This design comes from an exercise in tuning for small area on the open sky130 flow, not from production work. Function was checked by simulation only, so behaviour that the tests miss may differ from the original. Power is estimated from default activity; no workload was simulated.

[flow/config.mk]
export PLATFORM = sky130hd
export DESIGN_NAME = regfile_multiport
export DESIGN_NICKNAME = regfile_multiport
export VERILOG_FILES = /design/flow/design.v
export SDC_FILE = /design/flow/constraint.sdc
export NUM_CORES = 4
export LEC_CHECK = 0
export CAP_MARGIN = 20
export CORE_MARGIN = 2
export CORE_UTILIZATION = 30
export SETUP_SLACK_MARGIN = 0.4
export SLEW_MARGIN = 20
[flow/constraint.sdc]
create_clock -name core_clock -period 6.0 [get_ports {clk}]
set_input_delay 1.2000 -clock core_clock [delete_from_list [all_inputs] [get_ports {clk}]]
set_output_delay 1.2000 -clock core_clock [all_outputs]
set_load 0.01 [all_outputs]
[flow/run.sh]
#!/bin/bash
# synth_recipe.tcl (not shown) runs the flow's synth.tcl, then flattens the netlist and writes it again
# the make line also repeats each setting of config.mk as NAME=value (left out here)
make -C /OpenROAD-flow-scripts/flow DESIGN_CONFIG=/design/flow/config.mk WORK_HOME=/design/flow/orfs CLKGATE_MAP_FILE= SYNTH_SCRIPT=/design/flow/synth_recipe.tcl finish
[flow/design.v]
package regfile_pkg;
  localparam int unsigned XLEN_DEF  = 32;
  localparam int unsigned NREGS_DEF = 32;
  localparam int unsigned AW_DEF    = $clog2(NREGS_DEF);
  localparam int unsigned ZERO_REG = 0;
  typedef logic [AW_DEF-1:0]   reg_addr_t;
  typedef logic [XLEN_DEF-1:0] reg_data_t;
endpackage
module regfile_scoreboard
#(
  parameter int unsigned NREGS = regfile_pkg::NREGS_DEF,
  parameter int unsigned AW    = $clog2(NREGS)
) (
  input  logic             clk,
  input  logic             rst,
  input  logic             iss_en,
  input  logic [AW-1:0]    iss_addr,
  input  logic             wr_en,
  input  logic [AW-1:0]    wr_addr,
  output logic [NREGS-1:0] busy,
  output logic [AW:0]      busy_cnt
);
  localparam int unsigned CW = AW + 1;
  logic [NREGS-1:0] busy_d, busy_q;
  logic [AW:0]      busy_cnt_d, busy_cnt_q;
  logic             iss_ok, wr_ok, cnt_inc, cnt_dec;
  assign iss_ok = iss_en && (iss_addr != AW'(regfile_pkg::ZERO_REG));
  assign wr_ok  = wr_en && (wr_addr != AW'(regfile_pkg::ZERO_REG));
  assign cnt_inc = iss_ok && !busy_q[iss_addr];
  assign cnt_dec = wr_ok && busy_q[wr_addr] && !(iss_ok && (iss_addr == wr_addr));
  always_comb begin
    busy_d = busy_q;
    for (int r = 1; r < NREGS; r++) begin
      if (iss_ok && (iss_addr == AW'(r))) begin
        busy_d[r] = 1'b1;
      end else if (wr_ok && (wr_addr == AW'(r))) begin
        busy_d[r] = 1'b0;
      end
    end
    busy_d[0] = 1'b0;
    busy_cnt_d = busy_cnt_q + CW'(cnt_inc) - CW'(cnt_dec);
  end
  always_ff @(posedge clk or posedge rst) begin
    if (rst) begin
      busy_q     <= '0;
      busy_cnt_q <= '0;
    end else begin
      busy_q     <= busy_d;
      busy_cnt_q <= busy_cnt_d;
    end
  end
  assign busy     = busy_q;
  assign busy_cnt = busy_cnt_q;
endmodule
module regfile_multiport
#(
  parameter int unsigned     XLEN      = regfile_pkg::XLEN_DEF,
  parameter int unsigned     NREGS     = regfile_pkg::NREGS_DEF,
  parameter int unsigned     NRD       = 2,
  parameter int unsigned     BYPASS    = 1,
  parameter logic [XLEN-1:0] RESET_VAL = '0,
  parameter int unsigned     AW        = $clog2(NREGS)
) (
  input  logic                clk,
  input  logic                rst,
  input  logic [NRD*AW-1:0]   rd_addr,
  output logic [NRD*XLEN-1:0] rd_data,
  output logic [NRD-1:0]      rd_busy,
  input  logic                wr_en,
  input  logic [AW-1:0]       wr_addr,
  input  logic [XLEN-1:0]     wr_data,
  input  logic                iss_en,
  input  logic [AW-1:0]       iss_addr,
  output logic [AW:0]         busy_cnt
);
  logic [XLEN-1:0]  regs_d [NREGS];
  logic [XLEN-1:0]  regs_q [NREGS];
  logic [NREGS-1:0] busy;
  always_comb begin
    for (int i = 0; i < NREGS; i++) begin
      regs_d[i] = regs_q[i];
      if (wr_en && (wr_addr != AW'(regfile_pkg::ZERO_REG)) && (wr_addr == AW'(i))) begin
        regs_d[i] = wr_data;
      end
    end
  end
  always_ff @(posedge clk or posedge rst) begin
    if (rst) begin
      for (int i = 0; i < NREGS; i++) begin
        regs_q[i] <= (i == 0) ? '0 : RESET_VAL;
      end
    end else begin
      for (int i = 0; i < NREGS; i++) begin
        regs_q[i] <= regs_d[i];
      end
    end
  end
  regfile_scoreboard #(
    .NREGS (NREGS),
    .AW    (AW)
  ) u_scoreboard (
    .clk      (clk),
    .rst      (rst),
    .iss_en   (iss_en),
    .iss_addr (iss_addr),
    .wr_en    (wr_en),
    .wr_addr  (wr_addr),
    .busy     (busy),
    .busy_cnt (busy_cnt)
  );
  for (genvar k = 0; k < NRD; k++) begin : g_rd
    logic [AW-1:0] addr;
    logic          is_zero;
    logic          byp;
    assign addr    = rd_addr[k*AW +: AW];
    assign is_zero = (addr == AW'(regfile_pkg::ZERO_REG));
    assign byp     = (BYPASS != 0) && wr_en && (wr_addr == addr);
    assign rd_data[k*XLEN +: XLEN] = is_zero ? '0 : (byp ? wr_data : regs_q[addr]);
    assign rd_busy[k] = !is_zero && busy[addr] && !byp;
  end
endmodule
==> impl_metrics.env <==
export IMPL_status="finished clean"
export IMPL_finalCritPeriodShare_pct=94.0
export IMPL_period_minus_slack_ns=5.64
export IMPL_via_count=50864
export IMPL_multiInputGateArea_sq_mm=0.0273
export IMPL_synthCells=4806
export IMPL_post_drt_wl_per_cell_um=42.7
export IMPL_cts_root_buffer="clkbuf_16"
export IMPL_htreeDepth=3
export IMPL_utilization_pct=36.4
export IMPL_cts_clk_slew_worst_paths_ns=0.06
export IMPL_layout_common_cells="1029 x dfrtp_1, 995 x mux2_2, 561 x a22oi_1"
export IMPL_clock_latency_ns=0.80
export IMPL_dr_first_iter_drc_count=9337
export IMPL_synthFlopType="dfrtp_1"
export IMPL_finalHoldViolCount=0
export IMPL_r2r_slack_ns=2.89
export IMPL_layout_commonest_cell="dfrtp_1"
export IMPL_crit_type="in -> out"
export IMPL_antenna_found_initial=34
export IMPL_synth_top_area_share_pct=47.2
export IMPL_synth_area_leaders="dfrtp_1 47%, mux2_2 21%, a22oi_1 7.7%"
export IMPL_crit_required_ns=4.80
export IMPL_die_area_sq_mm=0.185
export IMPL_io_buffer_count=127
export IMPL_drc_errors=0
export IMPL_io_pins=128
export IMPL_synth_top_area_cell="dfrtp_1"
export IMPL_cellLeakagePower_uw=0.0293
export IMPL_holdBufCountCts=0
export IMPL_viasPerCell=6.81
export IMPL_fmax_ghz=0.177
export IMPL_drive_above_1_share_pct=36.8
export IMPL_synth_cell_types=79
export IMPL_worstSetupStartpointType="primary input"
export IMPL_cts_buffers=116
export IMPL_finalWirelength_mm=319
export IMPL_grt_pass1_wl_mm=428
export IMPL_fillers=17759
export IMPL_dp_hpwl_mm=205
export IMPL_crit_top_cell="buf_4"
export IMPL_final_cell_count_no_fill=7473
export IMPL_ys_warn_count=4
export IMPL_grt_start_max_net_pins=130
export IMPL_setup_violations=0
export IMPL_slew_headroom_pct=16.9
export IMPL_layout_nets=5055
export IMPL_endpoint_kind="output port"
export IMPL_syn_to_final_growth_pct=20.6
export IMPL_first_global_vias=48379
export IMPL_cap_violations=0
export IMPL_slew_violations=0
export IMPL_post_place_cells=7211
export IMPL_grt_usage_pct=33.4
export IMPL_fin_worst_skew_ns=0.00775
export IMPL_ir_drop_mv=0.259
export IMPL_start_util_pct=30.2
export IMPL_cts_tree="done"
export IMPL_synth_edf_count=0
export IMPL_ys_seq_area_share_pct=47.2
export IMPL_final_antenna_net_count=0
export IMPL_hold_path_class="reg -> reg"
export IMPL_ys_ff_latch=1029
export IMPL_crit_arrival_ns=4.44
export IMPL_die_w_um=430
export IMPL_max_slew_worst_pin_slew_ns=1.25
export IMPL_crit_fanout=20
export IMPL_clockBufferDepth=3
export IMPL_clkSinkCount=1029
export IMPL_power_density_mw_per_mm2=324
export IMPL_avgSynthCellArea_sq_um=11.3
export IMPL_dieHeight_um=430
export IMPL_place_congestion=1.02
export IMPL_overflow=0
export IMPL_netlist_area_sq_mm=0.0545
export IMPL_worstPathCellList="buf_4 > and4bb_2 > and2_2 > buf_4 > a2111oi_2 > nand3_1 > nor4_2 > buf_4 > o21ai_1 > clkdlybuf4s50_1"
export IMPL_synth_async_reset_ratio_pct=100
export IMPL_rsz0062_at_grt="false"
export IMPL_slowest_stage="nor4_2"
export IMPL_max_stage_delay_ns=0.49
export IMPL_rows=156
export IMPL_coreArea_sq_mm=0.181
export IMPL_dr_pass1_iters=7
export IMPL_syn_nets=4869
export IMPL_seqCellArea_sq_mm=0.0257
## state kept, by name (all words and copies together), names as in the netlist
name,flops
regs_q,992
u_scoreboard.busy_cnt_q,6
u_scoreboard.busy_q,31
## critical path: cells and delay by family
| family | cells | cell delay (ns) |
|---|---|---|
| simple gates | 4 | 1.49 |
| buf+inv | 4 | 1.26 |
| compound gates | 2 | 0.46 |
## kinds of logic after synthesis
logic type | count (synthesis) | synth area share, %
AOI/OAI and AO/OA | 1021 | 13.7
DFF | 1029 | 47.2
buffers and inverters | 528 | 4.28
and+or+nand+nor | 1161 | 12.1
muxes | 1043 | 22.3
xor gates and xnor gates | 17 | 0.273
adders and majority gates | 7 | 0.174
## final timing paths
path | from | end | cells past startpoint
worst min register to register | regs_q[8][18]$_DFFE_PP0P_ | regs_q[8][18]$_DFFE_PP0P_ | 1
worst max register to register | u_scoreboard.busy_q[11]$_DFFE_PP0P_ | u_scoreboard.busy_cnt_q[4]$_DFF_PP0_ | 11
worst max-delay path | rd_addr[3] | rd_data[30] | 10
worst min-delay path | regs_q[8][18]$_DFFE_PP0P_ | regs_q[8][18]$_DFFE_PP0P_ | 1
max in group asynchronous | rst | regs_q[1][1]$_DFFE_PP0P_ | 4
min in group asynchronous | rst | regs_q[6][26]$_DFFE_PP0P_ | 2
## cells in the mapped netlist (8+ instances only)
cell type,count
mux4_2,36
clkbuf_1,269
inv_1,28
a221oi_1,23
dfrtp_1,1029
buf_4,10
nor2_1,76
or3_1,8
a22oi_1,562
nand4_1,114
buf_1,35
a31oi_1,9
a22o_1,16
nand2b_1,18
nand2_1,192
nor3b_1,11
nor2b_1,17
o21ai_0,96
a32oi_1,10
o21ai_1,58
nand3_1,126
buf_6,13
mux2i_1,11
o22ai_1,18
xnor2_1,13
and3_1,434
a31o_2,9
a2111oi_2,11
buf_2,173
or3b_2,8
nor3_1,22
nor2_2,13
nand3b_1,10
a21boi_0,8
nor4_1,66
a2111oi_0,127
mux2_2,995
a21oi_1,44
## final cells by class
| class | instances | area share (%) |
|---|---|---|
| clock inverters | 46 | 0.948 |
| clock buffers | 166 | 5.19 |
| flip-flops and latches | 1029 | 39.2 |
| repair buffers | 567 | 8.39 |
| multi-input cells | 3250 | 41.6 |
| inverters | 28 | 0.166 |
| well taps | 2370 | 4.51 |
| diodes | 17 | 0.0647 |
## power breakdown
| group | total (uW) | switching [uW] | internal, uW |
|---|---|---|---|
| clock network | 7740 | 3210 | 4530 |
| logic | 3710 | 1850 | 1870 |
| registers | 9840 | 1510 | 8330 |
## stage by stage
step	total power [uW]	cell area (sq um)	setup TNS [ns]	hold WS (ns)	setup slack (ns)
floorplan	11500	54500	-9656.00	0.479	-9.38
detailed placement	13400	61100	-0.311	0.500	-0.199
finish	21300	65800	0	0.516	0.361
CTS	21100	65400	0	0.516	0.388
global placement	13300	61000	-0.405	0.488	-0.184
global route	21800	65700	0	0.531	0.391
## metal layers
layer / up-vias / global-route usage (%) / share of wire (%)
met1: 25928 / 41.6 / 37
met5: - / 0.312 / 0.063
met3: 1521 / 11.7 / 13
met4: 20 / 24.6 / 9.4
li1: 18844 / - / -
met2: 4551 / 47.6 / 41
## repair_timing
| item | in CTS | in global routing |
|---|---|---|
| pin swaps | 8 | 7 |
| endpoints found under the setup margin | 44 | 48 |
| gates cloned | 0 | 1 |
| setup buffers | 15 | 17 |
| hold endpoints to repair | 0 | 0 |
| gates resized for setup | 29 | 40 |

[re-timing with driven ports]
In the flow no input, the clock included, has a driving cell. The finished layout below was timed again as built, in two steps.
Step 1 assumes that a clkbuf_16 drives the clock port and a buf_2 every other input.
Step 2 also shifts input and output timing later by t, the mid clock arrival at the registers, as if the neighbouring blocks saw the same clock.
Slacks: ideal / step 1 / step 2; pairs: ideal / step 1.
t, ns: 0.871
setup slack, ns: 0.361 / 0.220 / 0.220
hold WS [ns]: 0.516 / 0.516 / 0.516
worst setup path at the end: input to output
latest minus earliest clock arrival (ns): 0.035 / 0.035
After both steps this run still meets setup and hold. The setup slack of this run moves by -0.141 ns with the drivers and by -0.141 ns with both steps.
